This design comes from an exercise in tuning for small area, a short achievable clock period and few clock cycles per item on the open sky130 flow, not from production work.
Only simulation tests tie the RTL to the original design; equivalence was not proved.

==> flow/design.v, too long to show whole: its modules and the start of the top module <==
// module classifier_top: 1734 lines
module classifier_top (
  input wire clk,
  input wire rst,
  input wire [15:0] data_in0,
  input wire [15:0] data_in1,
  input wire [15:0] data_in2,
  input wire [15:0] data_in3,
  input wire [15:0] data_in4,
  input wire [15:0] data_in5,
  input wire [15:0] data_in6,
  input wire [15:0] data_in7,
  input wire [15:0] data_in8,
  input wire [15:0] data_in9,
  input wire [15:0] data_in10,
  input wire [15:0] data_in11,
  input wire [15:0] data_in12,
  input wire [15:0] data_in13,
  input wire [15:0] data_in14,
  input wire [15:0] data_in15,
  input wire in_valid,
  output logic in_ready,
  output logic signed [39:0] score,
  output logic [1:0] score_class,
  output logic score_valid,
  output logic score_last,
  output logic [1:0] best_class,
  input wire score_ready
);
  // ...
==> flow/flow/run.sh <==
#!/bin/bash
set -euo pipefail
export BUFFER_PORTS_ARGS="-buffer_cell sky130_fd_sc_hd__buf_1"
bash standard.sh > flow.log 2>&1
==> flow/standard.sh <==
#!/bin/bash
# synth_recipe.tcl (not shown) runs the flow's synth.tcl, then flattens the netlist and writes it again
# the make line also repeats each setting of config.mk as NAME=value (left out here)
make -C /OpenROAD-flow-scripts/flow DESIGN_CONFIG=/design/flow/config.mk WORK_HOME=/design/flow/orfs CLKGATE_MAP_FILE= SYNTH_SCRIPT=/design/flow/synth_recipe.tcl "${@:-finish}"
==> flow/config.mk <==
export PLATFORM = sky130hd
export DESIGN_NAME = classifier_top
export DESIGN_NICKNAME = classifier_top
export VERILOG_FILES = /design/flow/design.v
export SDC_FILE = /design/flow/constraint.sdc
export NUM_CORES = 4
export LEC_CHECK = 0
export CAP_MARGIN = 20
export CORE_MARGIN = 2
export CORE_UTILIZATION = 35
export SETUP_SLACK_MARGIN = 5
export SLEW_MARGIN = 20
==> flow/constraint.sdc <==
create_clock -name core_clock -period 9.0 [get_ports {clk}]
set_input_delay 1.8000 -clock core_clock [delete_from_list [all_inputs] [get_ports {clk}]]
set_output_delay 1.8000 -clock core_clock [all_outputs]
set_load 0.01 [all_outputs]
==> flow_metrics.env, run 1 <==
export IMPL_period_needed_ns=4.025
export IMPL_synth_avg_cell_area_um2=10.72
export IMPL_cp_depth=15
export IMPL_fin_hold_ws_ns=0.3637
export IMPL_viasPerCell=4.475
export IMPL_die_y_um=387.6
export IMPL_synthAdderAreaFrac=0.2935
export IMPL_whs_endpoint="dn1[0]"
export IMPL_status="timing/DRC/antenna clean"
export IMPL_clkCellAreaFrac=0.06641
export IMPL_reg_top3="acc x320, hold x320, xr x256"
export IMPL_clock_sinks=1110
export IMPL_multi_input_area_share=0.4135
export IMPL_cts_root_buf="clkbuf_16"
export IMPL_fin_setup_tns_ns=0
export IMPL_fin_area_um2=58570
export IMPL_syn_nets=5869
export IMPL_wl_met2_um=58080
export IMPL_syn_inst=4807
export IMPL_r2r_start="dp0[1]"
export IMPL_slowest_stage="fa_1"
export IMPL_nNonClkInverters=940
export IMPL_multi_input_area_um2=24220
export IMPL_cts_tree="yes"
export IMPL_synth_edf_count=76
export IMPL_globalplace_congestion=0.9014
export IMPL_path_delay_family="adder cells"
export IMPL_core_um2=145900
export IMPL_yosys_cell_types_count=70
export IMPL_path_class="flip-flop to flip-flop"
export IMPL_async_flop_share=0.02162
export IMPL_ys_ff_latch=1110
export IMPL_clock_buffers=163
export IMPL_regArea_um2=23110
export IMPL_drtPass1Iterations=5
export IMPL_multi_input_cells=2560
Testbench counts, summed over its fixed seeds: cycles 824, frames 192.
==> inputs of run 2 (changes only) <==
--- a/flow/config.mk
+++ b/flow/config.mk
@@ -7,6 +7,6 @@
 export LEC_CHECK = 0
 export CAP_MARGIN = 20
 export CORE_MARGIN = 2
-export CORE_UTILIZATION = 35
+export CORE_UTILIZATION = 55
 export SETUP_SLACK_MARGIN = 5
 export SLEW_MARGIN = 20
==> run 2 against run 1 <==
Die area fell by 36%; flip-flop and latch count did not move; critical path depth fell by 1.
==> flow_metrics.env, run 2 <==
export IMPL_status="timing/DRC/antenna clean"
export IMPL_grt_max_degree=209
export IMPL_cts_root_buf="clkbuf_16"
export IMPL_slew_viol_final=0
export IMPL_final_nets=6117
export IMPL_grt_pass1_wl_um=194200
export IMPL_dr_total_vias=31500
export IMPL_wl_um=127200
export IMPL_globalplace_congestion=0.8883
export IMPL_final_cells=6406
export IMPL_fmax_ghz=0.2484
export IMPL_drcViolationCount=0
export IMPL_worstPathMaxFanout=13
export IMPL_overflow=0
export IMPL_fin_crit_sh=0.4473
export IMPL_yosys_warnings=6
export IMPL_min_path_cells=0
export IMPL_period_needed_ns=4.026
export IMPL_drt_iter0_drc=2604
export IMPL_ff2ff_setup_slack_ns=4.97
export IMPL_worst_r2r_endpoint="best_val[6]"
export IMPL_crit_path_end_kind="flip-flop"
export IMPL_die_area_um2=96120
export IMPL_diodes=0
export IMPL_setup_viol=0
export IMPL_slew_headroom=0.3247
export IMPL_hp_class="flip-flop to flip-flop"
export IMPL_synthTopCellsByArea="dfxtp_1 (39%), fa_1 (26%), inv_1 (6.8%)"
export IMPL_reg_top3="acc x320, hold x320, xr x256"
export IMPL_area_growth_pct=12.02
export IMPL_worst_pin_slew_ns=1.013
export IMPL_crit_path_start="dp0[5]"
export IMPL_async_flop_share=0.02162
export IMPL_core_um2=93050
export IMPL_ff2ff_path_depth=14
export IMPL_ys_flop_type="dfxtp_1"
export IMPL_yosys_area_top_type_share=0.3925
export IMPL_drive_gt1_frac=0.05047
export IMPL_worstPathRequired_ns=9.45
export IMPL_fin_setup_tns_ns=0
export IMPL_drtPass1Iterations=5
export IMPL_yosysSeqAreaShare=0.4485
export IMPL_cts_tree="yes"
export IMPL_synthTopCellsByCount="dfxtp_1 (1,010), inv_1 (940), fa_1 (677), nand2_1 (640), and3_1 (243)"
export IMPL_grt_pass1_vias=32290
export IMPL_num_rows=112
export IMPL_routedWlPerCell_um=19.85
export IMPL_worstSkewPairLatency_ns=0.70
export IMPL_critPathLaunchType="flip-flop"
export IMPL_path_clk_slew_ns=0.06
export IMPL_clock_sinks=1110
export IMPL_htreeDepth=3
export IMPL_die_y_um=310.0
export IMPL_antenna_found_initial=5
export IMPL_r2r_start="dp0[5]"
export IMPL_whs_endpoint="dn1[0]"
export IMPL_preCtsSetupSlack_ns=4.468
export IMPL_cts_buffer_depth=3
export IMPL_synth_avg_cell_area_um2=10.72
export IMPL_yosys_cell_types_count=70
export IMPL_rsz0062_at_grt="yes"
export IMPL_synth_edf_count=76
export IMPL_cap_violations=0
export IMPL_synth_area_um2=51510
export IMPL_initial_core_util=0.5536
export IMPL_fin_hold_ws_ns=0.3641
export IMPL_die_w_um=310.0
export IMPL_track_usage=0.2738
export IMPL_ant_nets=0
export IMPL_synth_most_common_cell="dfxtp_1"
export IMPL_dp_cells=6187
export IMPL_skew_ns=0.02468
export IMPL_ys_ff_latch=1110
export IMPL_viasPerCell=4.918
export IMPL_top_level_ports=307
export IMPL_hold_viol_final=0
export IMPL_yosys_area_top_type="dfxtp_1"
export IMPL_crit_arrival_ns=4.48
export IMPL_final_common_cell="dfxtp_1"
export IMPL_syn_inst=4807
export IMPL_cts_made_buffers=112
export IMPL_min_from="hold[13][0]"
export IMPL_fin_ws_ns=4.974
export IMPL_numPortBuffers=306
export IMPL_mostFrequentLayoutCells="dfxtp_1 (1,009), inv_1 (938), fa_1 (676)"
export IMPL_syn_nets=5869
export IMPL_ctsHoldBuffers=0
export IMPL_hpwlAfterDp_um=98800
export IMPL_path_class="flip-flop to flip-flop"
[run 2: logic make-up (layout without fill, tap and decap cells)]
kind of cell,count (synthesis),after routing,share of synthesized area
buffers and inverters,1138,1482,0.08450
and+or+nand+nor,1321,1321,0.1204
adders and majority gates,802,802,0.2935
other,1,1,0.00007280
AOI/OAI and AO/OA,374,375,0.04205
muxes,13,13,0.002818
DFF,1110,1110,0.4485
xor gates and xnor gates,48,48,0.008161
[run 2: final cells by class]
class / instances / area [um^2]
Multi-Input combinational cell: 2560 / 24240
Sequential cell: 1110 / 23110
Timing Repair Buffer: 331 / 1418
Inverter: 940 / 3528
Clock buffer: 156 / 3221
Clock inverter: 55 / 619.3
Tap cell: 1254 / 1569
Fill cell: 7871 / 35350
[run 2: per-stage QoR]
step / util / area, um^2
2_1_floorplan: - / 51530
3_3_place_gp: 0.5764 / 53630
3_5_place_dp: 0.5765 / 53640
4_1_cts: 0.6192 / 57610
5_1_grt: 0.6201 / 57700
6_report: 0.6201 / 57700
[run 2: routing by layer]
metal | routed length [um] | GRT usage | up-vias
met5 | 23 | 0 | -
met4 | 1867 | 0.05460 | 4
met3 | 10130 | 0.05714 | 125
met2 | 51230 | 0.3779 | 928
met1 | 63940 | 0.4423 | 15500
li1 | - | - | 14950
[run 2: worst max path at each step]
stage                     cells past startpoint           to
after floorplan                               4        q0[0]
after global placement                       13  best_val[2]
after detailed placement                     13  best_val[3]
after CTS                                    14  best_val[2]
after global routing                         14  best_val[5]
final                                        14  best_val[6]
[run 2: critical path, cell delays in order, from the launching register on]
cell and delay [ns]:
dfxtp_1 0.30, inv_1 0.05, fa_1 0.46, fa_1 0.49
inv_1 0.07, fa_1 0.59, ha_4 0.22, a2111o_1 0.39
a31oi_2 0.19, a21oi_2 0.11, o21a_1 0.22, o311ai_4 0.30
buf_12 0.16, a21boi_4 0.06, buf_12 0.16
[run 2: timing repair]
action / 4_1_cts / 5_1_grt
pin swaps: 9 / 13
resized for setup: 8 / 12
setup endpoints to repair: 29 / 40
buffers inserted: 6 / 1
cloned: 1 / 0
endpoints found under the hold margin: 0 / 0
==> inputs of run 3 (changes only) <==
==> flow/flow/run.sh (replaced) <==
#!/bin/bash
set -euo pipefail
export BUFFER_PORTS_ARGS="-buffer_cell sky130_fd_sc_hd__buf_1"
sed -e 's/SETUP_SLACK_MARGIN=5 /SETUP_SLACK_MARGIN=5.5 /' standard.sh > standard_margin.sh
grep -q 'SETUP_SLACK_MARGIN=5.5 ' standard_margin.sh
bash standard_margin.sh > flow.log 2>&1
==> run 3 against run 2 <==
Still clean on timing, DRC and antenna; setup slack improved by 0.058 ns; routed wire length increased by 0.25%; area after synthesis did not move; first-iteration DRC count is 10% lower; cell area up 2.6%; count of clock-buffer cells in the layout is 5 higher; via count up 0.89%; largest cell class unchanged.
==> flow_metrics.env, run 3 <==
export IMPL_fin_setup_tns_ns=0
export IMPL_period_needed_ns=3.967
export IMPL_clock_sinks=1110
export IMPL_area_growth_pct=14.92
export IMPL_critPathLaunchType="flip-flop"
export IMPL_mostFrequentLayoutCells="dfxtp_1 (977), inv_1 (886), nand2_1 (637)"
export IMPL_status="timing/DRC/antenna clean"
export IMPL_synthTopCellsByArea="dfxtp_1 (39%), fa_1 (26%), inv_1 (6.8%)"
export IMPL_syn_nets=5869
export IMPL_die_y_um=310.0
export IMPL_hp_class="flip-flop to flip-flop"
export IMPL_grt_pass1_wl_um=195500
export IMPL_hold_viol_final=0
export IMPL_skew_ns=0.01859
export IMPL_ys_flop_type="dfxtp_1"
export IMPL_initial_core_util=0.5536
export IMPL_synth_edf_count=76
export IMPL_reg_top3="acc x320, hold x320, xr x256"
export IMPL_setup_viol=0
export IMPL_async_flop_share=0.02162
export IMPL_top_level_ports=307
export IMPL_wl_um=127500
export IMPL_synth_most_common_cell="dfxtp_1"
export IMPL_hpwlAfterDp_um=98620
export IMPL_diodes=0
export IMPL_slew_headroom=0.3078
export IMPL_die_area_um2=96120
export IMPL_final_common_cell="dfxtp_1"
export IMPL_crit_path_end_kind="flip-flop"
export IMPL_syn_inst=4807
export IMPL_crit_arrival_ns=4.42
export IMPL_antenna_found_initial=3
export IMPL_crit_top_cell="fa_1"
export IMPL_drt_iter0_drc=2333
export IMPL_num_rows=112
export IMPL_track_usage=0.2748
export IMPL_fin_util=0.6362
export IMPL_regArea_um2=23170
export IMPL_cts_tree="yes"
export IMPL_die_w_um=310.0
export IMPL_cts_buffer_depth=3
export IMPL_worst_pin_slew_ns=1.038
export IMPL_globalplace_congestion=0.9104
export IMPL_fmax_ghz=0.2521
export IMPL_viasPerCell=4.926
export IMPL_final_nets=6160
export IMPL_worst_path_largest_cell_delay_ns=0.54
export IMPL_yosys_warnings=6
export IMPL_htreeDepth=3
export IMPL_worstPathMaxFanout=13
export IMPL_ant_nets=0
export IMPL_cts_root_buf="clkbuf_16"
export IMPL_yosys_area_top_type_share=0.3925
export IMPL_yosys_cell_types_count=70
export IMPL_rsz0062_at_grt="yes"
export IMPL_fin_crit_sh=0.4408
export IMPL_worstPathRequired_ns=9.46
export IMPL_slowest_stage="fa_1"
export IMPL_numPortBuffers=306
export IMPL_core_um2=93050
export IMPL_multi_input_area_um2=24960
export IMPL_dr_total_vias=31780
export IMPL_grt_max_degree=209
export IMPL_fillers=7635
export IMPL_path_class="flip-flop to flip-flop"
export IMPL_drive_gt1_frac=0.09888
export IMPL_yosysSeqAreaShare=0.4485
export IMPL_critPathBufInv=4
export IMPL_worstSkewPairLatency_ns=0.71
export IMPL_drtPass1Iterations=5
export IMPL_synth_area_um2=51510
export IMPL_path_delay_family="adder cells"
export IMPL_cap_violations=0
export IMPL_ys_ff_latch=1110
export IMPL_cts_made_buffers=114
export IMPL_yosys_area_top_type="dfxtp_1"
export IMPL_overflow=0
export IMPL_crit_chain="inv_2, fa_1, fa_1, inv_2, fa_1, ha_1, and3b_1, o21a_1, o2111ai_2, a21oi_2, o21a_1, o311ai_4, buf_12, a21boi_4, buf_12"
export IMPL_ctsHoldBuffers=0
export IMPL_path_clk_slew_ns=0.06
export IMPL_slew_viol_final=0
export IMPL_routedWlPerCell_um=19.76
export IMPL_synthTopCellsByCount="dfxtp_1 (1,010), inv_1 (940), fa_1 (677), nand2_1 (640), and3_1 (243)"
export IMPL_grt_pass1_vias=32920
export IMPL_synth_avg_cell_area_um2=10.72
export IMPL_drcViolationCount=0
## run 3: cell types whose count changed in the layout (fill, tap and decap cells not counted), sizes merged
cell,change
buf,+41
bufinv,+11
clkinv,-11
clkbuf,+5
## run 3: final cells by class
class / instances / share of cell area
Clock buffer: 161 / 0.05525
Clock inverter: 55 / 0.01568
Inverter: 940 / 0.05973
Timing Repair Buffer: 372 / 0.02986
Tap cell: 1254 / 0.02650
Multi-Input combinational cell: 2560 / 0.4215
Sequential cell: 1110 / 0.3914
## run 3: per-layer routing
metal / vias to the layer above / part of all wire / track usage
met3: 149 / 0.074 / 0.06007
met2: 902 / 0.40 / 0.3780
met4: 0 / 0.018 / 0.06179
met5: - / 0 / 0
met1: 15690 / 0.50 / 0.4405
li1: 15040 / - / -
## run 3: worst paths after layout
path                             start          end  slack, ns  cells past startpoint
setup reg to reg                dp0[1]  best_val[0]       5.03                     15
max in group asynchronous          rst  score_valid       7.17                      2
hold / removal             hold[13][0]       dn1[0]       0.36                      0
setup / recovery                dp0[1]  best_val[0]       5.03                     15
hold reg to reg            hold[13][0]       dn1[0]       0.36                      0
min in group asynchronous          rst   score_last       1.27                      2
## run 3: worst register-to-register path: cells and delay by family (launching register included)
kind            cells  cell delay [ns]
compound gates      6             1.05
buf+inv             4             0.41
fa+ha+maj           4             1.75
simple gates        1             0.17
flops               1             0.33
## run 3: logic make-up (layout without fill, tap and decap cells)
group / Yosys count / after routing / synth area share
XOR/XNOR: 48 / 48 / 0.008161
AO/OA/AOI/OAI: 374 / 375 / 0.04205
buffers and inverters: 1138 / 1528 / 0.08450
AND/OR/NAND/NOR: 1321 / 1321 / 0.1204
adder cells (fa/ha/maj): 802 / 802 / 0.2935
flip-flops: 1110 / 1110 / 0.4485
multiplexers: 13 / 13 / 0.002818
other: 1 / 1 / 0.00007280
## run 3: what timing repair did
item,in CTS,in global routing
buffers inserted,27,24
cloned,1,0
pin swaps,98,95
resized for setup,159,123
setup endpoints to repair,230,216
## run 3: metrics by stage
stage	hold slack (ns)	std cells	area [um^2]	setup WS, ns
3_3_place_gp	0.3508	6184	53650	4.617
6_report	0.3570	6452	59200	5.033
3_5_place_dp	0.3494	6184	53650	4.537
4_1_cts	0.3598	6428	58590	4.937
5_1_grt	0.3713	6452	59200	4.917
2_1_floorplan	0.3306	4807	51570	5.213

-- port drivers added, routing unchanged --
How much do the figures lean on ideal ports? The routed layouts below were timed once more, with nothing changed but the port constraints.
Step 1 assumes that a clkbuf_16 drives the clock port and a buf_2 every other input.
Step 2, shift: input delay + t, output delay - t, t = (earliest + latest rising clock arrival at the registers) / 2. This alone moves slack from input paths to output paths.
Slacks: no drivers / after step 1 / after step 2; pairs: no drivers / after step 1.
run	t, ns	setup slack, ns	hold WS [ns]	clock arrival spread, ns
run 1	0.798	4.975 / 4.975 / 4.717	0.364 / 0.364 / 0.364	0.029 / 0.030
run 2	0.767	4.974 / 4.974 / 4.974	0.364 / 0.364 / 0.364	0.025 / 0.024
run 3	0.770	5.033 / 5.033 / 4.957	0.357 / 0.357 / 0.357	0.023 / 0.023
After both steps setup and hold are still met in every run listed. For run 1, which loses most, drivers alone change the setup slack by 0.000 ns; drivers and shift together by -0.258 ns.
